From an optimization exercise on the open Yosys and OpenROAD flow, aimed at small area, a short achievable clock period and few clock cycles; shortcuts taken in it are not production practice.
No activity file was given, so power comes from the tool's default toggle rates.

rev 12:
==> module circular_deque, before the edit <==
module circular_deque #(
  parameter int unsigned DEPTH = cdq_pkg::DEPTH_DEF
) (
  input  logic                              clk_i,
  input  logic                              rst_ni,
  input  logic                              req_valid_i,
  output logic                              req_ready_o,
  input  logic [cdq_pkg::OP_W-1:0]          req_operation_i,
  input  logic signed [cdq_pkg::DATA_W-1:0] req_push_value_i,
  output logic                              rsp_valid_o,
  input  logic                              rsp_ready_i,
  output logic                              rsp_status_o,
  output logic signed [cdq_pkg::DATA_W-1:0] rsp_popped_value_o,
  output logic                              rsp_is_full_o,
  output logic                              rsp_is_empty_o
);
  localparam int unsigned DW = cdq_pkg::DATA_W;
  localparam int unsigned N  = 16;
  logic [DW-1:0] ring_mem [N];
  logic [3:0] h_q, t_q;
  logic [4:0] cnt_q;
  logic       full_q, empty_q;
  logic          o_v_q, o_st_q, o_full_q, o_empty_q;
  logic [DW-1:0] o_val_q;
  logic          s_v_q, s_st_q, s_full_q, s_empty_q;
  logic [DW-1:0] s_val_q;
  logic          ready_q;
  logic [N-1:0] dec_h, dec_t, wr_en, rd_sel;
  logic op_pr, op_pf, op_qf, op_qr, ready, accept, ok;
  logic [DW-1:0] rd_val;
  logic r_st, r_full, r_empty, o_free, s_to_o, r_to_o, r_to_s, s_v_d;
  always_comb begin
    for (int i = 0; i < N; i++) begin
      dec_h[i] = (h_q == 4'(i));
      dec_t[i] = (t_q == 4'(i));
    end
  end
  assign op_pr  = (req_operation_i == cdq_pkg::OP_PUSH_REAR);
  assign op_pf  = (req_operation_i == cdq_pkg::OP_PUSH_FRONT);
  assign op_qf  = (req_operation_i == cdq_pkg::OP_POP_FRONT);
  assign op_qr  = (req_operation_i == cdq_pkg::OP_POP_REAR);
  assign ready  = ready_q;
  assign accept = req_valid_i && ready;
  assign ok     = req_operation_i[1] ? !empty_q : !full_q;
  always_comb begin
    for (int i = 0; i < N; i++) begin
      wr_en[i]  = accept && !full_q &&
                  ((op_pr && dec_t[i]) || (op_pf && dec_h[(i + 1) % N]));
      rd_sel[i] = !empty_q &&
                  ((op_qf && dec_h[i]) || (op_qr && dec_t[(i + 1) % N]));
    end
  end
  always_comb begin
    rd_val = '0;
    for (int i = 0; i < N; i++) rd_val = rd_val | ({DW{rd_sel[i]}} & ring_mem[i]);
  end
  always_ff @(posedge clk_i) begin
    for (int i = 0; i < N; i++) begin
      if (wr_en[i]) ring_mem[i] <= req_push_value_i;
    end
  end
  always_ff @(posedge clk_i or negedge rst_ni) begin
    if (!rst_ni) begin
      h_q     <= '0;
      t_q     <= '0;
      cnt_q   <= '0;
      full_q  <= 1'b0;
      empty_q <= 1'b1;
    end else if (accept && ok) begin
      if (!req_operation_i[1]) begin
        cnt_q   <= cnt_q + 5'd1;
        full_q  <= (cnt_q == 5'd15);
        empty_q <= 1'b0;
      end else begin
        cnt_q   <= cnt_q - 5'd1;
        full_q  <= 1'b0;
        empty_q <= (cnt_q == 5'd1);
      end
      case (req_operation_i)
        cdq_pkg::OP_PUSH_REAR:  t_q <= t_q + 4'd1;
        cdq_pkg::OP_PUSH_FRONT: h_q <= h_q - 4'd1;
        cdq_pkg::OP_POP_FRONT:  h_q <= h_q + 4'd1;
        default:                t_q <= t_q - 4'd1;
      endcase
    end
  end
  assign r_st    = !ok;
  assign r_full  = !req_operation_i[1] && (full_q || cnt_q == 5'd15);
  assign r_empty = req_operation_i[1] && (empty_q || cnt_q == 5'd1);
  assign o_free = !o_v_q || rsp_ready_i;
  assign s_to_o = o_free && s_v_q;
  assign r_to_o = o_free && !s_v_q && accept;
  assign r_to_s = accept && (s_v_q ? o_free : !o_free);
  assign s_v_d  = r_to_s || (s_v_q && !s_to_o);
  always_ff @(posedge clk_i or negedge rst_ni) begin
    if (!rst_ni) begin
      o_v_q   <= 1'b0;
      s_v_q   <= 1'b0;
      ready_q <= 1'b1;
    end else begin
      o_v_q   <= s_to_o || r_to_o || (o_v_q && !rsp_ready_i);
      s_v_q   <= s_v_d;
      ready_q <= !s_v_d;
    end
  end
  always_ff @(posedge clk_i) begin
    if (s_to_o) begin
      o_st_q    <= s_st_q;
      o_val_q   <= s_val_q;
      o_full_q  <= s_full_q;
      o_empty_q <= s_empty_q;
    end else if (r_to_o) begin
      o_st_q    <= r_st;
      o_val_q   <= rd_val;
      o_full_q  <= r_full;
      o_empty_q <= r_empty;
    end
    if (r_to_s) begin
      s_st_q    <= r_st;
      s_val_q   <= rd_val;
      s_full_q  <= r_full;
      s_empty_q <= r_empty;
    end
  end
  assign req_ready_o        = ready;
  assign rsp_valid_o        = o_v_q;
  assign rsp_status_o       = o_st_q;
  assign rsp_popped_value_o = o_val_q;
  assign rsp_is_full_o      = o_full_q;
  assign rsp_is_empty_o     = o_empty_q;
endmodule
clock: 4.5 ns
lec_check: 0
cap_margin: 20
core_margin: 2
core_utilization: 60
cts_buf_list: sky130_fd_sc_hd__clkbuf_8
setup_slack_margin: 2.4
slew_margin: 20
run.sh (not shown) runs the stock make flow with config.mk's settings and CLKGATE_MAP_FILE= SYNTH_SCRIPT=/design/flow/synth_recipe.tcl, a recipe that flattens the netlist after the stock synthesis.
Setup changes, rev 12 to rev 13
--- a/flow/design.v
+++ b/flow/design.v
@@ -31,28 +31,24 @@
   logic [3:0] h_q, t_q;
   logic [4:0] cnt_q;
   logic       full_q, empty_q;
   logic          o_v_q, o_st_q, o_full_q, o_empty_q;
   logic [DW-1:0] o_val_q;
-  logic          s_v_q, s_st_q, s_full_q, s_empty_q;
-  logic [DW-1:0] s_val_q;
-  logic          ready_q;
   logic [N-1:0] dec_h, dec_t, wr_en, rd_sel;
   logic op_pr, op_pf, op_qf, op_qr, ready, accept, ok;
   logic [DW-1:0] rd_val;
-  logic r_st, r_full, r_empty, o_free, s_to_o, r_to_o, r_to_s, s_v_d;
   always_comb begin
     for (int i = 0; i < N; i++) begin
       dec_h[i] = (h_q == 4'(i));
       dec_t[i] = (t_q == 4'(i));
     end
   end
   assign op_pr  = (req_operation_i == cdq_pkg::OP_PUSH_REAR);
   assign op_pf  = (req_operation_i == cdq_pkg::OP_PUSH_FRONT);
   assign op_qf  = (req_operation_i == cdq_pkg::OP_POP_FRONT);
   assign op_qr  = (req_operation_i == cdq_pkg::OP_POP_REAR);
-  assign ready  = ready_q;
+  assign ready  = !o_v_q || rsp_ready_i;
   assign accept = req_valid_i && ready;
   assign ok     = req_operation_i[1] ? !empty_q : !full_q;
   always_comb begin
     for (int i = 0; i < N; i++) begin
       wr_en[i]  = accept && !full_q &&
@@ -93,46 +89,23 @@
         cdq_pkg::OP_POP_FRONT:  h_q <= h_q + 4'd1;
         default:                t_q <= t_q - 4'd1;
       endcase
     end
   end
-  assign r_st    = !ok;
-  assign r_full  = !req_operation_i[1] && (full_q || cnt_q == 5'd15);
-  assign r_empty = req_operation_i[1] && (empty_q || cnt_q == 5'd1);
-  assign o_free = !o_v_q || rsp_ready_i;
-  assign s_to_o = o_free && s_v_q;
-  assign r_to_o = o_free && !s_v_q && accept;
-  assign r_to_s = accept && (s_v_q ? o_free : !o_free);
-  assign s_v_d  = r_to_s || (s_v_q && !s_to_o);
   always_ff @(posedge clk_i or negedge rst_ni) begin
     if (!rst_ni) begin
-      o_v_q   <= 1'b0;
-      s_v_q   <= 1'b0;
-      ready_q <= 1'b1;
+      o_v_q <= 1'b0;
     end else begin
-      o_v_q   <= s_to_o || r_to_o || (o_v_q && !rsp_ready_i);
-      s_v_q   <= s_v_d;
-      ready_q <= !s_v_d;
+      o_v_q <= accept || (o_v_q && !rsp_ready_i);
     end
   end
   always_ff @(posedge clk_i) begin
-    if (s_to_o) begin
-      o_st_q    <= s_st_q;
-      o_val_q   <= s_val_q;
-      o_full_q  <= s_full_q;
-      o_empty_q <= s_empty_q;
-    end else if (r_to_o) begin
-      o_st_q    <= r_st;
+    if (accept) begin
+      o_st_q    <= !ok;
       o_val_q   <= rd_val;
-      o_full_q  <= r_full;
-      o_empty_q <= r_empty;
-    end
-    if (r_to_s) begin
-      s_st_q    <= r_st;
-      s_val_q   <= rd_val;
-      s_full_q  <= r_full;
-      s_empty_q <= r_empty;
+      o_full_q  <= !req_operation_i[1] && (full_q || cnt_q == 5'd15);
+      o_empty_q <= req_operation_i[1] && (empty_q || cnt_q == 5'd1);
     end
   end
   assign req_ready_o        = ready;
   assign rsp_valid_o        = o_v_q;
   assign rsp_status_o       = o_st_q;
--- outcome ---
Compared with rev 12, rev 13 shows a lower switching part of the total.
In the metrics for rev 12 and rev 13, the one carrying the lower number of synthesized register bits is rev 13.
Rev 13: register area share after synthesis lower than rev 12
Relative area change from synthesis to final layout | rev 13 above rev 12
Rev 13 consumes less power than rev 12 does.
Rev 13 vs rev 12, highest signal layer in the routed design: met4 vs met5
The lower worst path buffer plus inverter count came out of rev 12.
Going from rev 12 to rev 13, detailed-route wire length per cell rose by 4.5%; placer congestion estimate picked up an extra 2.0%.
As of rev 13, number of sequential storage elements had fallen by a few percent compared to rev 12.
Rev 12 and rev 13 ended up with roughly the same post-layout instance count excluding filler cells.
No run of this note included a check of the RTL's function; only the layout flow was run.

## static timing again, ports no longer ideal
The results above use ideal ports. As a check the final layouts listed here were re-extracted and re-timed, cells and wires unchanged. Step 1 (the two cells are an assumption about what drives the block):
set clk [get_ports {clk_i}]
set_driving_cell -lib_cell sky130_fd_sc_hd__clkbuf_16 $clk
set_driving_cell -lib_cell sky130_fd_sc_hd__buf_2 [delete_from_list [all_inputs] $clk]
Step 2 adds t to the input delays and takes it off the output delays; t is the mean of the earliest and latest rising clock arrival at the registers after step 1. Input paths then give back, and output paths get back, about the clock's delay inside the block. Slacks: ideal ports / drivers / drivers and shift; pairs: ideal ports / drivers.
run | t, ns | setup slack, ns | worst hold slack (ns) | worst slew at a driven data input, ns
rev 12 | 0.717 | 2.200 / 2.212 / 1.507 | 0.533 / 0.533 / 0.533 | 0.07
rev 13 | 0.710 | 2.114 / 2.114 / 1.436 | 0.503 / 0.503 / 0.503 | 0.08
After both steps every run listed still meets setup and hold. The setup slack of rev 12, which loses most, moves by +0.012 ns with the drivers and by -0.693 ns with both steps.
